From an optimization exercise on the open Yosys and OpenROAD flow, aimed at small area, a short achievable clock period and few clock cycles per item; shortcuts taken in it are not production practice.
At most, simulation tests tie the RTL to the original design; equivalence was not proved.
Power is estimated from default activity; no workload was simulated.

Setup of north:
==> module lc4_pipeline, before the edit <==
module lc4_pipeline #(
   parameter logic [15:0] RESET_PC = 16'h8200
) (
   input  wire         gwe,
   input  wire         i_rst_n,
   output logic [15:0] o_cur_pc,
   input  wire  [15:0] i_cur_insn,
   output logic [15:0] o_dmem_addr,
   output logic        o_dmem_we,
   output logic [15:0] o_dmem_towrite,
   input  wire  [15:0] i_cur_dmem_data,
   output logic [1:0]  o_trace_stall,
   output logic [15:0] o_trace_pc,
   output logic [15:0] o_trace_insn,
   output logic        o_trace_regfile_we,
   output logic [2:0]  o_trace_wsel,
   output logic [15:0] o_trace_wdata,
   output logic        o_trace_nzp_we,
   output logic [2:0]  o_trace_nzp_bits,
   output logic        o_trace_dmem_we,
   output logic [15:0] o_trace_dmem_addr,
   output logic [15:0] o_trace_dmem_data
);
   logic [15:0] pc_q;                     
   logic        go_q;                     
   logic        clr_q;                    
   logic        xv_q;                     
   logic [15:0] x_insn_q;
   logic [15:0] x_a_q, x_b_q;             
   logic        x_mul_q;                  
   logic        x_wr_q, x_ldi_q, x_sti_q;  
   logic [10:0] x_ctl_q;                  
   logic        dep_q;                    
   logic        brs_res_q, brs_ld_q;      
   logic        brt_res_q, brt_ld_q;      
   logic        mv_q;                     
   logic        m_we_q, m_ld_q, m_st_q, m_mul_q;
   logic [15:0] m_insn_q, m_res_q, m_sd_q;
   logic        cv_q;                     
   logic        c_we_q, c_mem_q, c_st_q;   
   logic        seen_q;                   
   logic [15:0] c_insn_q, c_val_q, c_addr_q;
   logic [15:0] tpc_q;                    
   logic [2:0]  f_rt;
   logic [10:0] f_ctl;
   logic [3:0]  f_op;
   logic [15:0] f_a, f_b, m_wdata;
   logic        x_go, go_d, x_we, x_ld, f_mul, f_st, f_rs_used, f_rt_used, f_rs_hit, f_rt_hit, f_dep;
   lc4_decoder u_predecode (.i_insn(i_cur_insn), .o_rt(f_rt), .o_ctl(f_ctl));
   lc4_regfile u_regfile (
      .gwe(gwe), .i_clr(clr_q),
      .i_rs(i_cur_insn[8:6]), .i_rt(f_rt),
      .i_rd(m_insn_q[11:9]), .i_wdata(m_wdata), .i_rd_we(m_we_q),
      .o_rs_data(f_a), .o_rt_data(f_b)
   );
   assign x_go = go_q;
   assign x_we = xv_q && x_go && x_wr_q;
   assign x_ld = x_ldi_q;
   assign f_op      = i_cur_insn[15:12];
   assign f_mul     = lc4_pkg::is_mul(i_cur_insn);
   assign f_st      = lc4_pkg::is_store(i_cur_insn);
   assign f_rs_used = (f_op == 4'b0001 || f_op == 4'b0101 || f_op[3:1] == 3'b011);
   assign f_rt_used = (f_op == 4'b0111 || f_op == 4'b1101 ||
                       ((f_op == 4'b0001 || f_op == 4'b0101) && !i_cur_insn[5]));
   assign f_rs_hit  = x_we && i_cur_insn[8:6] == x_insn_q[11:9];
   assign f_rt_hit  = x_we && f_rt == x_insn_q[11:9];
   assign f_dep     = (x_mul_q || f_mul) && ((f_rs_used && f_rs_hit) || (f_rt_used && f_rt_hit));
   assign go_d      = !f_dep && !clr_q;
   logic [15:0] pc_inc;
   assign pc_inc   = pc_q + 16'd1;
   assign o_cur_pc = pc_q;
   logic [15:0] a_x, b_x, alu_x, mul_s, mul_c;
   lc4_hazard u_byp_rs (
      .i_reg_data(x_a_q), .i_sel_res(brs_res_q), .i_sel_ld(brs_ld_q),
      .i_m_res(m_res_q), .i_dmem_data(i_cur_dmem_data), .o_data(a_x)
   );
   lc4_hazard u_byp_rt (
      .i_reg_data(x_b_q), .i_sel_res(brt_res_q), .i_sel_ld(brt_ld_q),
      .i_m_res(m_res_q), .i_dmem_data(i_cur_dmem_data), .o_data(b_x)
   );
   lc4_alu u_alu (.i_insn(x_insn_q), .i_a(a_x), .i_b(b_x), .i_ctl(x_ctl_q), .o_result(alu_x));
   lc4_mul_csa u_mul (.i_x(x_a_q), .i_y(x_b_q), .o_s(mul_s), .o_c(mul_c));
   assign m_wdata = m_ld_q ? i_cur_dmem_data : m_mul_q ? m_res_q + m_sd_q : m_res_q;
   assign o_dmem_addr    = m_res_q;
   assign o_dmem_we      = m_st_q;
   assign o_dmem_towrite = m_sd_q;
   always_ff @(posedge gwe or negedge i_rst_n) begin
      if (!i_rst_n) begin
         pc_q      <= RESET_PC;
         go_q      <= 1'b1;
         clr_q     <= 1'b1;
         xv_q      <= 1'b0;
         dep_q     <= 1'b0;
         brs_res_q <= 1'b0;
         brs_ld_q  <= 1'b0;
         brt_res_q <= 1'b0;
         brt_ld_q  <= 1'b0;
         mv_q      <= 1'b0;
         m_we_q    <= 1'b0;
         m_st_q    <= 1'b0;
         cv_q      <= 1'b0;
         seen_q    <= 1'b0;
      end else begin
         pc_q      <= go_d ? pc_inc : pc_q;
         go_q      <= go_d;
         clr_q     <= 1'b0;
         xv_q      <= 1'b1;
         dep_q     <= f_dep;
         brs_res_q <= f_rs_hit && !x_ld;
         brs_ld_q  <= f_rs_hit && x_ld;
         brt_res_q <= f_rt_hit && !x_ld;
         brt_ld_q  <= f_rt_hit && x_ld;
         mv_q      <= xv_q && x_go;
         m_we_q    <= x_we;
         m_st_q    <= xv_q && x_go && x_sti_q;
         cv_q      <= mv_q;
         seen_q    <= seen_q || cv_q;
      end
   end
   always_ff @(posedge gwe) begin
      x_insn_q <= i_cur_insn;
      x_a_q    <= f_a;
      x_b_q    <= f_b;
      x_mul_q  <= f_mul;
      x_wr_q   <= lc4_pkg::writes_rd(i_cur_insn);
      x_ldi_q  <= lc4_pkg::is_load(i_cur_insn);
      x_sti_q  <= f_st;
      x_ctl_q  <= f_ctl;
      m_insn_q <= x_insn_q;
      m_ld_q   <= x_ld;
      m_mul_q  <= x_mul_q;
      m_res_q  <= x_mul_q ? mul_s : alu_x;
      m_sd_q   <= x_mul_q ? mul_c : b_x;
      c_insn_q <= m_insn_q;
      c_we_q   <= lc4_pkg::writes_rd(m_insn_q);
      c_mem_q  <= m_ld_q || lc4_pkg::is_store(m_insn_q);
      c_st_q   <= lc4_pkg::is_store(m_insn_q);
      c_addr_q <= m_res_q;
      c_val_q  <= m_st_q ? m_sd_q : m_wdata;
      tpc_q    <= pc_q - 16'd1 - {15'd0, go_q};
   end
   assign o_trace_stall      = {!cv_q, !cv_q && seen_q};
   assign o_trace_pc         = tpc_q;
   assign o_trace_insn       = c_insn_q;
   assign o_trace_regfile_we = c_we_q;
   assign o_trace_wsel       = c_insn_q[11:9];
   assign o_trace_wdata      = c_val_q;
   assign o_trace_nzp_we     = c_we_q;
   assign o_trace_nzp_bits   = c_val_q[15] ? 3'b100 : (c_val_q == 16'd0) ? 3'b010 : 3'b001;
   assign o_trace_dmem_we    = c_st_q;
   assign o_trace_dmem_addr  = c_mem_q ? c_addr_q : 16'd0;
   assign o_trace_dmem_data  = c_mem_q ? c_val_q : 16'd0;
endmodule
Settings: LEC_CHECK=0, ABC_AREA=1, CAP_MARGIN=20, CORE_MARGIN=2, CORE_UTILIZATION=50, CTS_CLUSTER_DIAMETER=100, CTS_CLUSTER_SIZE=22, SETUP_SLACK_MARGIN=3.8, SLEW_MARGIN=20; clock period 7.0 ns.
standard.sh (not shown) runs the stock make flow with config.mk's settings and CLKGATE_MAP_FILE= SYNTH_SCRIPT=/design/flow/synth_recipe.tcl, a recipe that flattens the netlist after the stock synthesis.
==> flow/flow/run.sh <==
#!/bin/bash
# Standard layout, with each port buffered by the smallest buffer cell, and with adders and
# compressors left to abc as plain gates rather than full/half adder cells
set -euo pipefail
export BUFFER_PORTS_ARGS="-buffer_cell sky130_fd_sc_hd__buf_1"
export ADDER_MAP_FILE=
bash standard.sh > standard.log 2>&1
Testbench counts of north, summed over its fixed seeds: cycles 16,474, items 16,000.
Changes in south relative to north:
--- a/flow/design.v
+++ b/flow/design.v
@@ -232,11 +232,11 @@
    assign f_rt_used = (f_op == 4'b0111 || f_op == 4'b1101 ||
                        ((f_op == 4'b0001 || f_op == 4'b0101) && !i_cur_insn[5]));
    assign f_rs_hit  = x_we && i_cur_insn[8:6] == x_insn_q[11:9];
    assign f_rt_hit  = x_we && f_rt == x_insn_q[11:9];
    assign f_dep     = (x_mul_q || f_mul) && ((f_rs_used && f_rs_hit) || (f_rt_used && f_rt_hit));
-   assign go_d      = !f_dep && !clr_q;
+   assign go_d      = !f_dep;
    logic [15:0] pc_inc;
    assign pc_inc   = pc_q + 16'd1;
    assign o_cur_pc = pc_q;
    logic [15:0] a_x, b_x, alu_x, mul_s, mul_c;
    lc4_hazard u_byp_rs (
==> run notes <==
Per the comparison of south with north, clock power saw a decrease; power consumption saw an increase. Looking at combinational group share of total power across north and south, the one that comes out higher is south. south against north: share of synthesized area spent on multiplexers comparable; initial antenna violation count now larger; area of the mapped netlist now smaller; critical path data arrival time now smaller. Sum of buffers and inverters on the critical path down 1 in south wrt north. Comparing post-synthesis instance total for north and south, the smaller number came from north. Looking at cell area, south sits about 1.1% above north. Diff north and south: worst hold slack higher in north. south vs. north: detailed-route wire length increased by 2.2% relative to the old numbers; relative slew slack moved up. Looking at start point of the critical path, the i_cur_dmem_data[0] result is from north; the x_a_q[2] one comes from south.
No functional check of the RTL was part of south.

-- separate check: timing with driven ports --
The results above use ideal ports. As a check the final layouts listed here were re-extracted and re-timed, cells and wires unchanged.
Step 1 assumes that a clkbuf_16 drives the clock port and a buf_2 every other input.
Step 2 also shifts input and output timing later by t, the mid clock arrival at the registers, as if the neighbouring blocks saw the same clock.
a / b / c = no drivers / after step 1 / after step 2; a / b = the first two.
run	t, ns	slack for setup (ns)	latest minus earliest clock arrival (ns)	worst register clock-pin slew, ns	cell pins on the clock port's net
north	0.603	3.846 / 3.829 / 3.275	0.034 / 0.034	0.10 / 0.10	1
south	0.595	3.882 / 3.844 / 3.322	0.028 / 0.027	0.10 / 0.10	1
After both steps setup and hold are still met in every run listed. The setup slack of north, which loses most, moves by -0.017 ns with the drivers and by -0.571 ns with both steps.
